This design comes from an exercise in tuning for small area, a short achievable clock period and few clock cycles per item on the open sky130 flow, not from production work. At most, simulation tests tie the RTL to the original design; equivalence was not proved.

==> run F: inputs <==
==> flow/design.v <==
`timescale 1ns / 1ps
`default_nettype none
package prq_pkg;
    localparam int DEFAULT_QUEUE_DEPTH = 32;
    localparam int JOB_ID_W   = 16;
    localparam int PRIO_W     = 8;
    localparam int BURST_W    = 16;
    localparam int LEFT_W     = BURST_W + 1;
    localparam int COUNT_W    = 6;
    localparam int S_TDATA_W  = 40;
    localparam int M_TDATA_W  = 24;
    localparam logic REQ_ARRIVE = 1'b0;
    localparam logic REQ_TICK   = 1'b1;
    typedef enum logic [1:0] {
        EV_NONE   = 2'd0,
        EV_DISP   = 2'd1,
        EV_TERM   = 2'd2,
        EV_REJECT = 2'd3
    } t_event;
    typedef enum logic [2:0] {
        ST_IDLE,
        ST_ARR,
        ST_SCAN,
        ST_INS,
        ST_DISP,
        ST_REPLY
    } t_state;
    typedef struct packed {
        logic [BURST_W-1:0]  burst;
        logic [PRIO_W-1:0]   prio;
        logic [JOB_ID_W-1:0] id;
    } t_entry;
    typedef struct packed {
        t_event              code;
        logic [JOB_ID_W-1:0] job;
        logic [COUNT_W-1:0]  count;
        logic                busy;
    } t_result;
endpackage
`default_nettype wire
`timescale 1ns / 1ps
`default_nettype none
module priority_ready_queue_dispatcher
#(
    parameter int QUEUE_DEPTH = prq_pkg::DEFAULT_QUEUE_DEPTH
) (
    input  wire logic                 i_clk,
    input  wire logic                 i_rst_n,
    input  wire logic                 s_axis_tvalid,
    output logic                      s_axis_tready,
    input  wire logic [prq_pkg::S_TDATA_W-1:0] s_axis_tdata,
    input  wire logic                 s_axis_tuser,
    output logic                      m_axis_tvalid,
    input  wire logic                 m_axis_tready,
    output logic [prq_pkg::M_TDATA_W-1:0]      m_axis_tdata,
    output logic [1:0]                m_axis_tuser
);
    localparam int D = QUEUE_DEPTH;
    localparam int RES_W = 2 + 1 + prq_pkg::COUNT_W + prq_pkg::JOB_ID_W;
    logic        r_tready;
    logic        r_in_v;
    logic        r_in_tick;
    logic [15:0] r_in_id;
    logic [7:0]  r_in_pri;
    logic [15:0] r_in_bst;
    logic [D-1:0] q_v;
    logic [7:0]   q_pri [D];
    logic [15:0]  q_id  [D];
    logic [15:0]  q_bst [D];
    logic [5:0]   r_cnt;
    logic        r_busy;
    logic [15:0] r_job;
    logic [15:0] r_left;
    logic             r_v0, r_v1;
    logic [RES_W-1:0] r_f0, r_f1;
    logic             proc, pop_out;
    logic             do_ins, do_pop, full;
    logic [D-1:0]     cmp;
    logic [1:0]       res_code;
    logic [15:0]      res_job;
    logic             n_busy;
    logic [15:0]      n_job, n_left;
    logic [5:0]       n_cnt;
    assign pop_out = r_v0 && m_axis_tready;
    assign proc    = r_in_v && !r_v1;
    assign full    = q_v[D-1];
    assign do_ins  = proc && !r_in_tick && !full;
    assign do_pop  = proc && r_in_tick && !r_busy && q_v[0];
    always_comb begin
        for (int i = 0; i < D; i++) begin
            cmp[i] = q_v[i] && (q_pri[i] >= r_in_pri);
        end
    end
    always_comb begin
        n_busy   = r_busy;
        n_job    = r_job;
        n_left   = r_left;
        n_cnt    = r_cnt;
        res_code = 2'd0;
        res_job  = 16'd0;
        if (!r_in_tick) begin
            res_job = r_in_id;
            if (full) begin
                res_code = 2'd3;
            end else begin
                n_cnt = r_cnt + 6'd1;
            end
        end else if (r_busy) begin
            res_job = r_job;
            if (r_left <= 16'd1) begin
                n_busy   = 1'b0;
                res_code = 2'd2;
            end else begin
                n_left = r_left - 16'd1;
            end
        end else if (q_v[0]) begin
            n_busy   = 1'b1;
            n_job    = q_id[0];
            n_left   = q_bst[0];
            n_cnt    = r_cnt - 6'd1;
            res_code = 2'd1;
            res_job  = q_id[0];
        end
    end
    always_ff @(posedge i_clk) begin
        if (!i_rst_n) begin
            q_v <= '0;
        end else if (do_ins) begin
            q_v <= {q_v[D-2:0], 1'b1};
        end else if (do_pop) begin
            q_v <= {1'b0, q_v[D-1:1]};
        end
    end
    always_ff @(posedge i_clk) begin
        for (int i = 0; i < D; i++) begin
            if (do_ins && !cmp[i]) begin
                if (i == 0 || cmp[i-1]) begin
                    q_pri[i] <= r_in_pri;
                    q_id[i]  <= r_in_id;
                    q_bst[i] <= r_in_bst;
                end else begin
                    q_pri[i] <= q_pri[i-1];
                    q_id[i]  <= q_id[i-1];
                    q_bst[i] <= q_bst[i-1];
                end
            end else if (do_pop && i < D - 1) begin
                q_pri[i] <= q_pri[i+1];
                q_id[i]  <= q_id[i+1];
                q_bst[i] <= q_bst[i+1];
            end
        end
    end
    always_ff @(posedge i_clk) begin
        if (!i_rst_n) begin
            r_cnt  <= '0;
            r_busy <= 1'b0;
        end else if (proc) begin
            r_cnt  <= n_cnt;
            r_busy <= n_busy;
        end
    end
    always_ff @(posedge i_clk) begin
        if (proc) begin
            r_job  <= n_job;
            r_left <= n_left;
        end
    end
    logic s_fire, n_in_v, n_v0, n_v1;
    assign s_fire = s_axis_tvalid && r_tready;
    assign n_in_v = s_fire || (r_in_v && !proc);
    always_comb begin
        n_v0 = r_v0;
        n_v1 = r_v1;
        if (pop_out) begin
            n_v0 = r_v1;
            n_v1 = 1'b0;
        end
        if (proc) begin
            if (n_v0) n_v1 = 1'b1;
            else      n_v0 = 1'b1;
        end
    end
    always_ff @(posedge i_clk) begin
        if (!i_rst_n) begin
            r_tready <= 1'b1;
            r_in_v   <= 1'b0;
            r_v0     <= 1'b0;
            r_v1     <= 1'b0;
        end else begin
            r_tready <= !(n_in_v && n_v0 && n_v1);
            r_in_v   <= n_in_v;
            r_v0     <= n_v0;
            r_v1     <= n_v1;
        end
    end
    always_ff @(posedge i_clk) begin
        if (r_tready) begin
            r_in_tick <= s_axis_tuser;
            r_in_id   <= s_axis_tdata[15:0];
            r_in_pri  <= s_axis_tdata[23:16];
            r_in_bst  <= s_axis_tdata[39:24];
        end
    end
    logic [RES_W-1:0] res;
    assign res = {res_code, n_busy, n_cnt, res_job};
    always_ff @(posedge i_clk) begin
        if (!r_v0 || pop_out) begin
            r_f0 <= r_v1 ? r_f1 : res;
        end
        if (proc && r_v0 && !pop_out) begin
            r_f1 <= res;
        end
    end
    assign s_axis_tready = r_tready;
    assign m_axis_tvalid = r_v0;
    assign m_axis_tuser  = r_f0[RES_W-1 -: 2];
    assign m_axis_tdata  = {1'b0, r_f0[RES_W-3:0]};
endmodule
`default_nettype wire
==> flow/run.sh <==
#!/bin/bash
# synth_recipe.tcl (not shown) runs the flow's synth.tcl, then flattens the netlist and writes it again
# the make line also repeats each setting of config.mk as NAME=value (left out here)
make -C /OpenROAD-flow-scripts/flow DESIGN_CONFIG=/design/flow/config.mk WORK_HOME=/design/flow/orfs CLKGATE_MAP_FILE= SYNTH_SCRIPT=/design/flow/synth_recipe.tcl finish
==> flow/config.mk <==
export PLATFORM = sky130hd
export DESIGN_NAME = priority_ready_queue_dispatcher
export DESIGN_NICKNAME = priority_ready_queue_dispatcher
export VERILOG_FILES = /design/flow/design.v
export SDC_FILE = /design/flow/constraint.sdc
export NUM_CORES = 4
export LEC_CHECK = 0
export CAP_MARGIN = 20
export CORE_MARGIN = 2
export CORE_UTILIZATION = 40
export SLEW_MARGIN = 20
==> flow/constraint.sdc <==
create_clock -name core_clock -period 5.0 [get_ports {i_clk}]
set_input_delay 1.0000 -clock core_clock [delete_from_list [all_inputs] [get_ports {i_clk}]]
set_output_delay 1.0000 -clock core_clock [all_outputs]
set_load 0.01 [all_outputs]
==> inputs of run K, as changes to run F <==
--- a/flow/design.v
+++ b/flow/design.v
@@ -72,6 +72,7 @@
     logic [15:0] r_job;
     logic [15:0] r_left;
     logic             r_v0, r_v1;
+    logic             r_nv0;      
     logic [RES_W-1:0] r_f0, r_f1;
     logic             proc, pop_out;
     logic             do_ins, do_pop, full;
@@ -81,15 +82,30 @@
     logic             n_busy;
     logic [15:0]      n_job, n_left;
     logic [5:0]       n_cnt;
-    assign pop_out = r_v0 && m_axis_tready;
+    assign pop_out = !r_nv0 && m_axis_tready;
     assign proc    = r_in_v && !r_v1;
     assign full    = q_v[D-1];
     assign do_ins  = proc && !r_in_tick && !full;
     assign do_pop  = proc && r_in_tick && !r_busy && q_v[0];
-    always_comb begin
-        for (int i = 0; i < D; i++) begin
-            cmp[i] = q_v[i] && (q_pri[i] >= r_in_pri);
-        end
+    function automatic logic f_ge(input logic [7:0] a, input logic [7:0] b);
+        logic g;
+        g = 1'b1;
+        for (int k = 0; k < 8; k++) begin
+            g = (a[k] & ~b[k]) | (a[k] & g) | (~b[k] & g);
+        end
+        f_ge = g;
+    endfunction
+    logic [D-1:0] r_cmp;
+    logic [D:0]   c_port;
+    logic         c_in;
+    logic [D-1:0] n_cmp;
+    assign cmp = r_cmp;
+    always_comb begin
+        for (int i = 0; i < D; i++) begin
+            c_port[i] = q_v[i] && f_ge(q_pri[i], s_axis_tdata[23:16]);
+        end
+        c_port[D] = 1'b0;
+        c_in = f_ge(r_in_pri, s_axis_tdata[23:16]);
     end
     always_comb begin
         n_busy   = r_busy;
@@ -131,23 +147,42 @@
             q_v <= {1'b0, q_v[D-1:1]};
         end
     end
-    always_ff @(posedge i_clk) begin
-        for (int i = 0; i < D; i++) begin
-            if (do_ins && !cmp[i]) begin
-                if (i == 0 || cmp[i-1]) begin
-                    q_pri[i] <= r_in_pri;
-                    q_id[i]  <= r_in_id;
-                    q_bst[i] <= r_in_bst;
-                end else begin
-                    q_pri[i] <= q_pri[i-1];
-                    q_id[i]  <= q_id[i-1];
-                    q_bst[i] <= q_bst[i-1];
-                end
-            end else if (do_pop && i < D - 1) begin
-                q_pri[i] <= q_pri[i+1];
-                q_id[i]  <= q_id[i+1];
-                q_bst[i] <= q_bst[i+1];
-            end
+    logic [D-1:0] s_keep, s_new, s_prev, s_next;
+    always_comb begin
+        for (int i = 0; i < D; i++) begin
+            s_new[i]  = do_ins && !cmp[i] && (i == 0 || cmp[i-1]);
+            s_prev[i] = do_ins && i != 0 && !cmp[i-1];
+            s_next[i] = do_pop;
+            s_keep[i] = !do_ins && !do_pop || do_ins && cmp[i];
+        end
+    end
+    always_comb begin
+        for (int i = 0; i < D; i++) begin
+            n_cmp[i] = s_keep[i] && c_port[i]
+                     || s_new[i] && c_in
+                     || s_prev[i] && c_port[(i + D) % (D + 1)]
+                     || s_next[i] && c_port[i + 1];
+        end
+    end
+    always_ff @(posedge i_clk) begin
+        if (ld_in) begin
+            r_cmp <= n_cmp;
+        end
+    end
+    always_ff @(posedge i_clk) begin
+        for (int i = 0; i < D; i++) begin
+            q_pri[i] <= {8{s_keep[i]}} & q_pri[i]
+                      | {8{s_new[i]}}  & r_in_pri
+                      | {8{s_prev[i]}} & q_pri[(i + D - 1) % D]
+                      | {8{s_next[i]}} & q_pri[(i + 1) % D];
+            q_id[i]  <= {16{s_keep[i]}} & q_id[i]
+                      | {16{s_new[i]}}  & r_in_id
+                      | {16{s_prev[i]}} & q_id[(i + D - 1) % D]
+                      | {16{s_next[i]}} & q_id[(i + 1) % D];
+            q_bst[i] <= {16{s_keep[i]}} & q_bst[i]
+                      | {16{s_new[i]}}  & r_in_bst
+                      | {16{s_prev[i]}} & q_bst[(i + D - 1) % D]
+                      | {16{s_next[i]}} & q_bst[(i + 1) % D];
         end
     end
     always_ff @(posedge i_clk) begin
@@ -165,11 +200,12 @@
             r_left <= n_left;
         end
     end
-    logic s_fire, n_in_v, n_v0, n_v1;
-    assign s_fire = s_axis_tvalid && r_tready;
+    logic ld_in, s_fire, n_in_v, n_v0, n_v1;
+    assign ld_in  = !(r_in_v && r_v1);
+    assign s_fire = s_axis_tvalid && ld_in;
     assign n_in_v = s_fire || (r_in_v && !proc);
     always_comb begin
-        n_v0 = r_v0;
+        n_v0 = !r_nv0;
         n_v1 = r_v1;
         if (pop_out) begin
             n_v0 = r_v1;
@@ -185,16 +221,18 @@
             r_tready <= 1'b1;
             r_in_v   <= 1'b0;
             r_v0     <= 1'b0;
+            r_nv0    <= 1'b1;
             r_v1     <= 1'b0;
         end else begin
             r_tready <= !(n_in_v && n_v0 && n_v1);
             r_in_v   <= n_in_v;
             r_v0     <= n_v0;
+            r_nv0    <= !n_v0;
             r_v1     <= n_v1;
         end
     end
     always_ff @(posedge i_clk) begin
-        if (r_tready) begin
+        if (ld_in) begin
             r_in_tick <= s_axis_tuser;
             r_in_id   <= s_axis_tdata[15:0];
             r_in_pri  <= s_axis_tdata[23:16];
@@ -204,10 +242,10 @@
     logic [RES_W-1:0] res;
     assign res = {res_code, n_busy, n_cnt, res_job};
     always_ff @(posedge i_clk) begin
-        if (!r_v0 || pop_out) begin
+        if (r_nv0 || pop_out) begin
             r_f0 <= r_v1 ? r_f1 : res;
         end
-        if (proc && r_v0 && !pop_out) begin
+        if (proc && !r_nv0 && !pop_out) begin
             r_f1 <= res;
         end
     end
--- a/flow/config.mk
+++ b/flow/config.mk
@@ -8,4 +8,5 @@
 export CAP_MARGIN = 20
 export CORE_MARGIN = 2
 export CORE_UTILIZATION = 40
+export SETUP_SLACK_MARGIN = 2.6
 export SLEW_MARGIN = 20
==> results by group <==
Status
  – Outcome: complete, no violations

Timing
  – RSZ-0062 raised after global routing: false
  – Hold Slack: 0.474 ns

Detailed routing
  – Top Layer Used: met4

Layout
  – Post-layout util: 0.443
  – Commonest non-fill, non-tap cell in the layout: a21oi_1
  – Final Instance Area: 87300 um2
  – # fillers: between 15000 and 20000

Logic synthesis
  – XOR/XNOR share of the synthesized area: 0.00232
  – Sequential share of the synthesized area: 0.542
  – Synth warn: 5
  – Compound-Gate Fraction of Synth Area: 0.174

Critical path
  – Worst-path fanout max: 42

Floorplan
  – Die area: 202000 um2
  – Die Ht: 449 um
  – Core outline area: between 150000 and 200000 um2

Min path
  – Hold Path Cell Cnt: 1

Clock tree
  – Post-CTS Resized: 0

GRT
  – Met1 Use GR: 0.301
The numbers above come from run F.

==> results by group <==
Status
  – Outcome: complete, no violations

Timing
  – Slew Limit Fails: 0
  – RSZ-0062 raised after global routing: true
  – Setup violators final: 0
  – Hold Slack: 0.443 ns

Floorplan
  – Core outline area: roughly 160000 um2
  – Die Ht: 403 um

Logic synthesis
  – Compound-Gate Fraction of Synth Area: 0.297
  – Sequential share of the synthesized area: 0.489
  – Synth warn: 6

Critical path
  – Worst-path fanout max: 8

Layout
  – Final Instance Area: between 70000 and 80000 um2
  – Commonest non-fill, non-tap cell in the layout: nand2_1
  – Post-layout util: 0.483
  – # fillers: 14700

Detailed routing
  – Top Layer Used: met5

GRT
  – Met1 Use GR: 0.418
  – First-pass GRT wire length: 397000 um

Clock tree
  – Post-CTS Resized: 366

Place
  – Dpl ws: 1.11 ns
The numbers above come from run K.

Testbench counts of run F, summed over its fixed seeds: cycles 20,016, items 20,000.
For run K, only the layout was checked, not whether the RTL still works.

[what the ideal ports hide]
No port has a modelled driver above. Below, the same layouts with a new extraction and two added sets of constraints.
Step 1 sets driving cells, clkbuf_16 on the clock port and buf_2 on the other inputs (assumed; they add their load-dependent delay and slew).
Step 2 moves the port delays by t, midway between the first and last clock arrival at a register: inputs arrive t later, outputs are due t later. That takes back most of the time a late clock gives input paths.
Three values: no drivers, after step 1, after step 2; two values: the first two.
| run | shift t [ns] | slack for setup (ns) | worst setup path after step 2 |
|---|---|---|---|
| run F | 0.884 | 1.075 / 1.075 / 1.075 | register to register |
| run K | 0.878 | 2.462 / 2.462 / 1.804 | input to register |
After both steps every run listed still meets setup and hold. The setup slack of run K, which loses most, moves by 0.000 ns with the drivers and by -0.658 ns with both steps.
